Background: an optimization exercise with open tools, aiming at small area and a short achievable clock period. Do not read the settings as production practice.
Function was checked by simulation only, so behaviour that the tests miss may differ from the original.
No activity file was given, so power comes from the tool's default toggle rates.

### flow/run.sh
#!/bin/bash
# synth_recipe.tcl (not shown) runs the flow's synth.tcl, then flattens the netlist and writes it again
# the make line also repeats each setting of config.mk as NAME=value (left out here)
make -C /OpenROAD-flow-scripts/flow DESIGN_CONFIG=/design/flow/config.mk WORK_HOME=/design/flow/orfs CLKGATE_MAP_FILE= SYNTH_SCRIPT=/design/flow/synth_recipe.tcl finish
### flow/config.mk
export PLATFORM = sky130hd
export DESIGN_NAME = sync_fifo_pro
export DESIGN_NICKNAME = sync_fifo_pro
export VERILOG_FILES = /design/flow/design.v
export SDC_FILE = /design/flow/constraint.sdc
export NUM_CORES = 4
export LEC_CHECK = 0
export CAP_MARGIN = 20
export CORE_MARGIN = 2
export CORE_UTILIZATION = 45
export SETUP_SLACK_MARGIN = 1.3
export SLEW_MARGIN = 20
### flow/constraint.sdc
create_clock -name core_clock -period 3.8 [get_ports {sys_clk}]
set_input_delay 0.7600 -clock core_clock [delete_from_list [all_inputs] [get_ports {sys_clk}]]
set_output_delay 0.7600 -clock core_clock [all_outputs]
set_load 0.01 [all_outputs]
### flow/design.v
package sync_fifo_pkg;
   typedef struct packed {
      logic full;
      logic empty;
      logic almost_full;
      logic almost_empty;
   } fifo_flags_t;
   localparam fifo_flags_t FLAGS_RST = 4'b0101;
   function automatic int clog2(input int value);
      int r;
      int v;
      r = 0;
      v = value - 1;
      while (v > 0) begin
         r = r + 1;
         v = v >> 1;
      end
      clog2 = r;
   endfunction
   function automatic bit is_pow2(input int value);
      is_pow2 = (value > 0) && ((value & (value - 1)) == 0);
   endfunction
   function automatic fifo_flags_t flags_from_count(input int count, input int depth,
                                                    input int af_level, input int ae_level);
      fifo_flags_t f;
      f.full         = (count == depth);
      f.empty        = (count == 0);
      f.almost_full  = (count >= af_level);
      f.almost_empty = (count <= ae_level);
      flags_from_count = f;
   endfunction
endpackage
module fifo_ram #(
   parameter int DATA_W = 8,
   parameter int NLO    = 16,
   parameter int NHI    = 16
) (
   input  logic              sys_clk,
   input  logic              we,
   input  logic [NLO-1:0]    wlo,
   input  logic [NHI-1:0]    whi,
   input  logic [DATA_W-1:0] wdata,
   input  logic [NLO-1:0]    rlo,
   input  logic [NHI-1:0]    rhi,
   output logic [DATA_W-1:0] rdata
);
   logic [NHI-1:0][NLO-1:0][DATA_W-1:0] mem;
   logic [NHI-1:0][DATA_W-1:0]          grp;
   for (genvar h = 0; h < NHI; h++) begin : g_hi
      logic wg;
      assign wg = we & whi[h];
      for (genvar l = 0; l < NLO; l++) begin : g_lo
         always_ff @(posedge sys_clk) begin
            if (wg && wlo[l]) mem[h][l] <= wdata;
         end
      end
      always_comb begin
         grp[h] = '0;
         for (int l = 0; l < NLO; l++) grp[h] = grp[h] | (mem[h][l] & {DATA_W{rlo[l]}});
      end
   end
   always_comb begin
      rdata = '0;
      for (int h = 0; h < NHI; h++) rdata = rdata | (grp[h] & {DATA_W{rhi[h]}});
   end
endmodule
module sync_fifo_pro #(
   parameter int DATA_W   = 8,
   parameter int DEPTH    = 256,
   parameter int FWFT     = 0,
   parameter int AF_LEVEL = DEPTH - 4,
   parameter int AE_LEVEL = 4
) (
   input  logic                    sys_clk,
   input  logic                    sys_rst_n,
   input  logic                    clr,
   input  logic                    wr_en,
   input  logic [DATA_W-1:0]       wr_data,
   input  logic                    rd_en,
   output logic [DATA_W-1:0]       rd_data,
   output logic                    full,
   output logic                    empty,
   output logic                    almost_full,
   output logic                    almost_empty,
   output logic [sync_fifo_pkg::clog2(DEPTH):0]   data_count,
   output logic                    overflow,
   output logic                    underflow
);
   localparam int AW  = sync_fifo_pkg::clog2(DEPTH);
   localparam int LW  = AW / 2;
   localparam int NLO = 1 << LW;
   localparam int NHI = 1 << (AW - LW);
   if (!sync_fifo_pkg::is_pow2(DEPTH) || DEPTH < 4) begin : g_bad_depth
      $error("sync_fifo_pro: DEPTH must be a power of two and at least 4");
   end
   if (FWFT != 0) begin : g_bad_fwft
      $error("sync_fifo_pro: only the standard (registered read data) mode is built");
   end
   logic [AW:0]       count_q;
   logic              full_q, empty_q, af_q, ae_q;
   logic              overflow_q, underflow_q;
   logic [DATA_W-1:0] rd_q;
   logic [NLO-1:0]    rlo, wlo;
   logic [NHI-1:0]    rhi, whi;
   logic              pend_q;
   logic [DATA_W-1:0] pend_data;
   logic [DATA_W-1:0] ram_rdata;
   logic rd_acc, inc, dec;
   assign rd_acc = rd_en & ~empty_q;
   assign inc    = wr_en & ~full_q & ~rd_acc;
   assign dec    = rd_acc & ~wr_en;
   logic [AW:0] cnt_p1, cnt_m1;
   logic        full_p1, af_p1, ae_p1;
   logic        empty_m1, af_m1, ae_m1;
   assign cnt_p1   = count_q + 1'b1;
   assign cnt_m1   = count_q - 1'b1;
   assign full_p1  = (count_q == (AW+1)'(DEPTH - 1));
   assign af_p1    = (count_q >= (AW+1)'(AF_LEVEL - 1));
   assign ae_p1    = (count_q <  (AW+1)'(AE_LEVEL));
   assign empty_m1 = (count_q == (AW+1)'(1));
   assign af_m1    = (count_q >  (AW+1)'(AF_LEVEL));
   assign ae_m1    = (count_q <= (AW+1)'(AE_LEVEL + 1));
   always_ff @(posedge sys_clk or negedge sys_rst_n) begin
      if (!sys_rst_n) begin
         count_q     <= '0;
         full_q      <= 1'b0;
         empty_q     <= 1'b1;
         af_q        <= 1'b0;
         ae_q        <= 1'b1;
         overflow_q  <= 1'b0;
         underflow_q <= 1'b0;
      end else if (clr) begin
         count_q     <= '0;
         full_q      <= 1'b0;
         empty_q     <= 1'b1;
         af_q        <= 1'b0;
         ae_q        <= 1'b1;
         overflow_q  <= 1'b0;
         underflow_q <= 1'b0;
      end else begin
         if (inc) begin
            count_q <= cnt_p1;
            full_q  <= full_p1;
            empty_q <= 1'b0;
            af_q    <= af_p1;
            ae_q    <= ae_p1;
         end else if (dec) begin
            count_q <= cnt_m1;
            full_q  <= 1'b0;
            empty_q <= empty_m1;
            af_q    <= af_m1;
            ae_q    <= ae_m1;
         end
         overflow_q  <= wr_en & full_q & ~rd_en;
         underflow_q <= rd_en & empty_q;
      end
   end
   always_ff @(posedge sys_clk or negedge sys_rst_n) begin
      if (!sys_rst_n)  pend_q <= 1'b0;
      else             pend_q <= wr_en & (~full_q | rd_acc) & ~clr;
   end
   always_ff @(posedge sys_clk) begin
      pend_data <= wr_data;
   end
   always_ff @(posedge sys_clk or negedge sys_rst_n) begin
      if (!sys_rst_n) begin
         wlo <= NLO'(1);
         whi <= NHI'(1);
         rlo <= NLO'(1);
         rhi <= NHI'(1);
      end else if (clr) begin
         wlo <= NLO'(1);
         whi <= NHI'(1);
         rlo <= NLO'(1);
         rhi <= NHI'(1);
      end else begin
         if (pend_q) begin
            wlo <= {wlo[NLO-2:0], wlo[NLO-1]};
            if (wlo[NLO-1]) whi <= {whi[NHI-2:0], whi[NHI-1]};
         end
         if (rd_acc) begin
            rlo <= {rlo[NLO-2:0], rlo[NLO-1]};
            if (rlo[NLO-1]) rhi <= {rhi[NHI-2:0], rhi[NHI-1]};
         end
      end
   end
   fifo_ram #(
      .DATA_W (DATA_W),
      .NLO    (NLO),
      .NHI    (NHI)
   ) u_ram (
      .sys_clk (sys_clk),
      .we      (pend_q),
      .wlo     (wlo),
      .whi     (whi),
      .wdata   (pend_data),
      .rlo     (rlo),
      .rhi     (rhi),
      .rdata   (ram_rdata)
   );
   logic byp;
   assign byp = pend_q & (count_q == (AW+1)'(1));
   always_ff @(posedge sys_clk or negedge sys_rst_n) begin
      if (!sys_rst_n)  rd_q <= '0;
      else if (clr)    rd_q <= '0;
      else if (rd_acc) rd_q <= byp ? pend_data : ram_rdata;
   end
   assign rd_data      = rd_q;
   assign full         = full_q;
   assign empty        = empty_q;
   assign almost_full  = af_q;
   assign almost_empty = ae_q;
   assign data_count   = count_q;
   assign overflow     = overflow_q;
   assign underflow    = underflow_q;
endmodule
==> summary.txt <==
Status
  • Status: no timing/DRC/antenna violations

Placed design
  • Post-DP HPWL: roughly 140,000 µm
  • Last weighted congestion value of the routability-driven placer: about 0.85
  • Post-Place Cell Area: 0.0826 mm²
  • Port Buffers: 35

Setup path
  • Critical Path Sink Type: register
  • CP Class: reg2reg
  • Worst Setup SP: rlo[8]
  • Worst R2R End: rd_q[2]
  • Crit path launch type: register
  • Worst reg-to-reg path cell count: 8
  • Req. time, crit path: about 4500 ps
  • Critical path arrival: ~3600 ps
  • CP Max Fanout: 17
  • Worst r2r src: rlo[8]
  • Worst reg-to-reg setup slack: just under 900 ps

Timing
  • Worst-margin pin slew: ~1200 ps
  • Final setup fails: 0
  • Achievable frequency: around 340 MHz
  • Rel. slew slack: 0.212
  • Slew Limit Fails: 0
  • Final Hold Fails: 0
  • Setup TNS: 0 ps
  • RSZ-0062 raised after global routing: yes
  • Period utilization: 0.765
  • Min cycle time layout: a little under 3000 ps
  • Clock Skew: approximately 90 ps

Drt
  • First-pass DRT Iterations: 7
  • # DRC: 0
  • DR iter-0 viols: 6,788
  • Vias/cell: ~6.6
  • Routed WL: between 200,000 and 250,000 µm
  • Avg WL per Cell: about 35 µm
  • Antenna violation net count after detailed routing: 0
  • Vias: around 46,000

Global route
  • Vias in the first global route: approximately 44,000
  • GRT Overall Usage: 0.265
  • First-pass GRT wire length: about 340,000 µm
  • Largest net degree at the start of global routing: 155
  • Initial antenna violation count: 14
  • Global route overflow: 0

Synth
  • Yosys reg bits: around 2,100
  • Syn nets: ~4,300
  • Post-synthesis compound-gate area fraction: 0.127
  • Synthesized-area fraction occupied by adder cells: 0.000634
  • Register area share after synthesis: 0.809
  • Largest family of logic cells by synthesized area: compound AO/OA/AOI/OAI gates
  • Xor/xnor share of the synthesized area: 0.000887
  • Cell variety after synth: 52
  • Mux share of post-synthesis cell area: 0.00190
  • Post-synth top area cell: edfxtp_1
  • Top cells by count, synth: edfxtp_1, a22o_1, a221oi_1
  • Synth warn: 2
  • Mapped Avg Cell Area: about 18 µm²
  • Syn Inst Count: 4,284
  • Main area contributors after synthesis: edfxtp_1, a22o_1, a221oi_1
  • EDFF count, synth: 2,048
  • Top cell type's share of synthesized area: 0.779
  • Post-synth top flop: edfxtp_1
  • Post-synth ARST share: 0.0410
  • Post-synthesis cell area: around 0.079 mm²
  • Count leader, synth: edfxtp_1
  • Simple-gate share of the synthesized area: 0.0410

Clock network
  • CTS Sinks: around 2,100
  • Worst-skew pair later-pin latency: roughly 860 ps
  • H-tree depth: 4
  • Num CTS Buffers: 210
  • CTS Buffer Depth: 3
  • Cts hold-fix bufs: 0
  • CTS tree: yes
  • Clock Tree Root: clkbuf_16
  • Clock slew at reported path FFs: 60 ps

Power
  • Peak supply drop: 0.000521 V
  • Power per standard cell area: between 500 and 600 mW/mm²
  • Int Pwr: about 38 mW
  • Net Switching: roughly 10 mW
  • Sw Ratio: 0.210
  • Sequential cell fraction of total power: 0.548
  • Combinational power share: 0.025
  • Power share of the clock group: 0.427
  • Static leakage: slightly above 30 nW

Die
  • DIE WIDTH: 423 µm
  • Starting density of the core: 0.453
  • Core area: approximately 0.17 mm²
  • Num rows: 153
  • Die Area: 0.179 mm²
  • Die H: ~420 µm
  • IO Pins: 36

Cells and area
  • Post-route cell area: just over 0.09 mm²
  • Register area: around 0.064 mm²
  • Area occupied by multi-input gates: 0.0146 mm²
  • Area growth from synthesis to layout: 16.5%
  • Filler cells: around 14,000
  • Share of cells above drive strength 1: 0.169
  • Nets: ~4,500

Run
  • Max Cap Viol: 0

Min path
  • Worst Hold Class: in2async
==> worst max-delay path by stage <==
stage          cells after the start  slack (ps)      end
6_report                           8         890  rd_q[2]
5_1_grt                            8         880  rd_q[2]
4_1_cts                            8         910  rd_q[6]
3_5_place_dp                       8         410  rd_q[2]
3_3_place_gp                       8         310  rd_q[2]
2_1_floorplan                      3        1220  rd_q[4]
==> cells in the final DEF, fill, tap and decap left out, drive strengths merged, types with 4 or more instances in the layout <==
cell | synthesis | layout
edfxtp | 2048 | 2048
a22o | 476 | 476
a221oi | 476 | 476
clkbuf | 157 | 274
buf | 169 | 262
and3 | 242 | 242
nand4 | 134 | 134
a22oi | 121 | 121
nand2 | 110 | 110
clkinv | 0 | 110
dfrtp | 82 | 82
a21oi | 52 | 52
nor2 | 36 | 36
o21ai | 35 | 35
nand3 | 32 | 32
inv | 22 | 26
dlygate4sd2 | 0 | 21
mux2i | 15 | 15
bufinv | 0 | 13
diode | 0 | 12
clkdlybuf4s50 | 0 | 11
dfxtp | 8 | 8
nor3 | 8 | 8
xnor2 | 7 | 7
a31oi | 7 | 7
dfstp | 6 | 6
a222oi | 4 | 4
a211o | 4 | 4
ha | 4 | 4
==> through the flow <==
stage	util	setup WS (ps)	total power [mW]	std cells	hold WS [ps]
final	0.528	895	47.5	6996	8.23
after global routing	0.528	883	48.6	6985	43.9
after CTS	0.524	910	47.6	6964	4.70
after detailed placement	0.474	414	27.6	6487	515
after global placement	0.474	310	27.6	6487	519
after floorplan	-	1220	27.0	4284	464
==> per-layer routing <==
| layer | vias to the layer above | part of all wire | track usage |
|---|---|---|---|
| met2 | 2885 | 0.46 | 0.406 |
| met5 | - | 0 | 0 |
| met3 | 421 | 0.11 | 0.0523 |
| met4 | 0 | 0.037 | 0.0973 |
| li1 | 18700 | - | - |
| met1 | 24200 | 0.40 | 0.378 |
==> critical path, stage by stage, from the launching register on <==
cell      delay, ps
dfrtp_4         590
buf_16          210
buf_4           210
a221oi_1        450
nand4_1         290
a22oi_2         360
nand4_1         310
nor3_2          260
o21ai_1          80
==> area by class of cell <==
type | count | area share
timing repair buffer | 304 | 0.0399
antenna | 12 | 0.000326
inverter | 22 | 0.000897
clock inverter | 129 | 0.0125
sequential | 2144 | 0.695
tap | 2325 | 0.0316
clock buffer | 268 | 0.0606
multi-input combinational | 1792 | 0.159
==> power groups by stage <==
stage	Sequential (mW)	Combinational, mW	Clock, mW
final	26.0	1.21	20.3
after global routing	26.0	1.27	21.3
after CTS	26.0	1.18	20.4
after detailed placement	26.6	1.07	0
after global placement	26.6	1.05	0
after floorplan	26.6	0.399	0
==> cells by family after synthesis <==
logic type,count (synthesis)
fa+ha+maj,4
buf+inv,348
simple gates,578
flops,2144
mux,15
xor+xnor,8
compound gates,1187
==> flip-flops by register name, summed over array words and instances, names as in the netlist, 8 cells and up <==
register,cells
count_q,9
rhi,16
rlo,16
wlo,16
rd_q,8
whi,16
pend_data,8
u_ram.mem,2048
==> what timing repair did <==
| item | in CTS | in global routing |
|---|---|---|
| setup endpoints to repair | 31 | 10 |
| gates resized for setup | 198 | 89 |
| gates cloned | 7 | 6 |
| pin swaps | 69 | 46 |
| setup buffers | 73 | 14 |

re-timing with driven ports:
How much do the figures lean on ideal ports? The routed layout below was timed once more, with nothing changed but the port constraints.
Step 1 sets driving cells, clkbuf_16 on the clock port and buf_2 on the other inputs (assumed; they add their load-dependent delay and slew).
Step 2, shift: input delay + t, output delay - t, t = (earliest + latest rising clock arrival at the registers) / 2. This alone moves slack from input paths to output paths.
Three values: no drivers, after step 1, after step 2; two values: the first two.
t, ns: 0.905
slack for setup (ns): 0.895 / 0.895 / 0.802
hold slack, ns: 0.008 / -0.057 / 0.523
slew at the worst register clock pin (ns): 0.07 / 0.07
worst slew at a driven data input, ns: 0.04
After both steps this run still meets setup and hold. The setup slack of this run moves by 0.000 ns with the drivers and by -0.093 ns with both steps.
